This design comes from an exercise in tuning for small area, a short achievable clock period and few clock cycles per item on the open sky130 flow, not from production work. Function was checked by simulation only, so behaviour that the tests miss may differ from the original.

run A:
==> flow/design.v (excerpt) <==
module conditional_output_channel_controller (
  input  wire logic                          clk,
  input  wire logic                          rst_n,
  input  wire logic                          in_valid,
  output logic                               in_ready,
  input  wire logic [cocc_pkg::OP_W-1:0]     in_op,
  input  wire logic [cocc_pkg::CH_W-1:0]     in_channel,
  input  wire logic [cocc_pkg::DATA_W-1:0]   in_now_ms,
  input  wire logic                          in_pin_level,
  input  wire logic [cocc_pkg::SAMPLE_W-1:0] in_analog_sample,
  input  wire logic [cocc_pkg::RULE_W-1:0]   in_cond_on,
  input  wire logic [cocc_pkg::RULE_W-1:0]   in_cond_off,
  input  wire logic [cocc_pkg::DATA_W-1:0]   in_value_on,
  input  wire logic [cocc_pkg::DATA_W-1:0]   in_value_off,
  input  wire logic                          in_initial_state,
  output logic                               out_valid,
  input  wire logic                          out_ready,
  output logic [cocc_pkg::CH_W-1:0]          out_channel_out,
  output logic                               out_active,
  output logic                               out_out_level,
  output logic                               out_cur_state,
  output logic [cocc_pkg::RULE_W-1:0]        out_rule_on,
  output logic [cocc_pkg::RULE_W-1:0]        out_rule_off,
  output logic [cocc_pkg::DATA_W-1:0]        out_target_on,
  output logic [cocc_pkg::DATA_W-1:0]        out_target_off,
  output logic [cocc_pkg::DATA_W-1:0]        out_progress
);
  logic need_step;
  logic load;
  logic go;
  ...
Size: ~5,300 cells after synthesis, roughly 0.060 mm^2 of cells after synthesis.
==> flow/config.mk <==
export PLATFORM = sky130hd
export DESIGN_NAME = conditional_output_channel_controller
export DESIGN_NICKNAME = conditional_output_channel_controller
export VERILOG_FILES = /design/flow/design.v
export SDC_FILE = /design/flow/constraint.sdc
export NUM_CORES = 4
export LEC_CHECK = 0
export CAP_MARGIN = 20
export CORE_MARGIN = 2
export CORE_UTILIZATION = 40
export SETUP_SLACK_MARGIN = 1.0
export SLEW_MARGIN = 20
==> flow/constraint.sdc <==
create_clock -name core_clock -period 9.0 [get_ports {clk}]
set_input_delay 1.8000 -clock core_clock [delete_from_list [all_inputs] [get_ports {clk}]]
set_output_delay 1.8000 -clock core_clock [all_outputs]
set_load 0.01 [all_outputs]
run.sh (not shown) runs the stock make flow with config.mk's settings and CLKGATE_MAP_FILE= SYNTH_SCRIPT=/design/flow/synth_recipe.tcl, a recipe that flattens the netlist after the stock synthesis.
Testbench counts of run A, summed over its fixed seeds: cycles 8,432, items 8,037.
Setup changes, run A to run B
Settings: SETUP_SLACK_MARGIN: 1.0 -> unset.
[summary]
- Between run B and run A, it is run B whose via count of the first global-routing pass is lower, by about 1.6%.
- Per the final summary, run B finished and its layout is clean on timing, DRC and antenna.
- Comparing run A and run B, the lower later-pin clock latency in the skew report is on run A.
- Relative to run A, number of instances resized during post-cts repair decreased by 115 in run B.
- Run A has higher instance count on the critical path than run B.
- Of run A and run B, the run reporting the lower utilization was run B.
- Summary of the comparison: routing usage on met2 is lower in run B, relative to run A.
- Area overhead of the layout relative to synthesis for run B: 3.7 points down relative to run A

== v55 ==
Another version of the RTL of conditional_output_channel_controller (not shown whole).
For scale: roughly 1100 flip-flops, about 230 I/O pins.
clock: 9.0 ns
lec_check: 0
cap_margin: 20
core_margin: 2
core_utilization: 60
cts_buf_list: sky130_fd_sc_hd__clkbuf_8 sky130_fd_sc_hd__clkbuf_4
cts_cluster_diameter: 80
cts_cluster_size: 12
setup_slack_margin: 3.15
slew_margin: 20
v55 did not stop at any stage, and its layout met the timing, DRC and antenna checks.
Testbench counts of v55, summed over its fixed seeds: cycles 8,287, items 8,037.
Here is what was changed in the inputs of v28 compared with v55.
# v55
export LEC_CHECK = 0
export CAP_MARGIN = 20
export CORE_MARGIN = 2
export CORE_UTILIZATION = 60
export CTS_BUF_LIST = sky130_fd_sc_hd__clkbuf_8 sky130_fd_sc_hd__clkbuf_4
export CTS_CLUSTER_DIAMETER = 80
export CTS_CLUSTER_SIZE = 12
export SETUP_SLACK_MARGIN = 3.15
export SLEW_MARGIN = 20
create_clock -name core_clock -period 9.0 [get_ports {clk}]
# v28
export LEC_CHECK = 0
export CAP_MARGIN = 20
export CORE_MARGIN = 2
export CORE_UTILIZATION = 60
export CTS_BUF_LIST = sky130_fd_sc_hd__clkbuf_8 sky130_fd_sc_hd__clkbuf_4
export SETUP_SLACK_MARGIN = 3.0
export SLEW_MARGIN = 20
create_clock -name core_clock -period 9.0 [get_ports {clk}]
### Flow results
Per the comparison of v28 with v55, setup slack at placement went up, synthesized area did not really move, worst hold slack went down, worst setup slack went down. Relative to v55, clock period minus final worst setup slack has increased by 0.0035 ns in v28. The global placement routability congestion of v28 falls short of that of v55 by 4.4%. As of v28, detailed-route via count had fallen slightly compared to v55.
Edits applied to the flow inputs when going from v28 to v3:
# v28
export LEC_CHECK = 0
export CAP_MARGIN = 20
export CORE_MARGIN = 2
export CORE_UTILIZATION = 60
export CTS_BUF_LIST = sky130_fd_sc_hd__clkbuf_8 sky130_fd_sc_hd__clkbuf_4
export SETUP_SLACK_MARGIN = 3.0
export SLEW_MARGIN = 20
create_clock -name core_clock -period 9.0 [get_ports {clk}]
# v3
export LEC_CHECK = 0
export CAP_MARGIN = 20
export CORE_MARGIN = 2
export CORE_UTILIZATION = 60
export CTS_BUF_LIST = sky130_fd_sc_hd__clkbuf_8 sky130_fd_sc_hd__clkbuf_4
export CTS_CLUSTER_DIAMETER = 80
export CTS_CLUSTER_SIZE = 12
export SETUP_SLACK_MARGIN = 3.3
export SLEW_MARGIN = 20
create_clock -name core_clock -period 9.0 [get_ports {clk}]
### Flow results
v3 vs v28 on largest net degree at the start of global routing: v3 is the lower one.
The core of v3 is more densely filled than that of v28.
v3 against v28: later-pin clock latency in the skew report went down.

-- static timing again, ports no longer ideal --
How much do the figures lean on ideal ports? The routed layouts below were timed once more, with nothing changed but the port constraints.
Step 1 sets driving cells, clkbuf_16 on the clock port and buf_2 on the other inputs (assumed; they add their load-dependent delay and slew).
Step 2 moves the port delays by t, midway between the first and last clock arrival at a register: inputs arrive t later, outputs are due t later. That takes back most of the time a late clock gives input paths.
a / b / c = ideal / step 1 / step 2; a / b = the first two.
| run | shift t [ns] | slack for setup (ns) | worst setup path after step 2 | slew at the worst register clock pin (ns) | worst data-port slew with drivers (ns) |
|---|---|---|---|---|---|
| run A | 0.815 | 1.022 / 0.936 / 1.059 | register to register | 0.07 / 0.07 | 0.08 |
| run B | 0.826 | 0.182 / 0.103 / 0.422 | register to register | 0.06 / 0.06 | 0.09 |
| v55 | 0.891 | 2.980 / 2.980 / 2.370 | input to register | 0.11 / 0.11 | 0.11 |
| v28 | 0.924 | 2.977 / 2.977 / 2.284 | input to register | 0.08 / 0.08 | 0.10 |
| v3 | 0.891 | 3.015 / 3.015 / 2.544 | input to register | 0.10 / 0.10 | 0.12 |
After both steps setup and hold are still met in every run listed. For v28, which loses most, drivers alone change the setup slack by 0.000 ns; drivers and shift together by -0.693 ns.
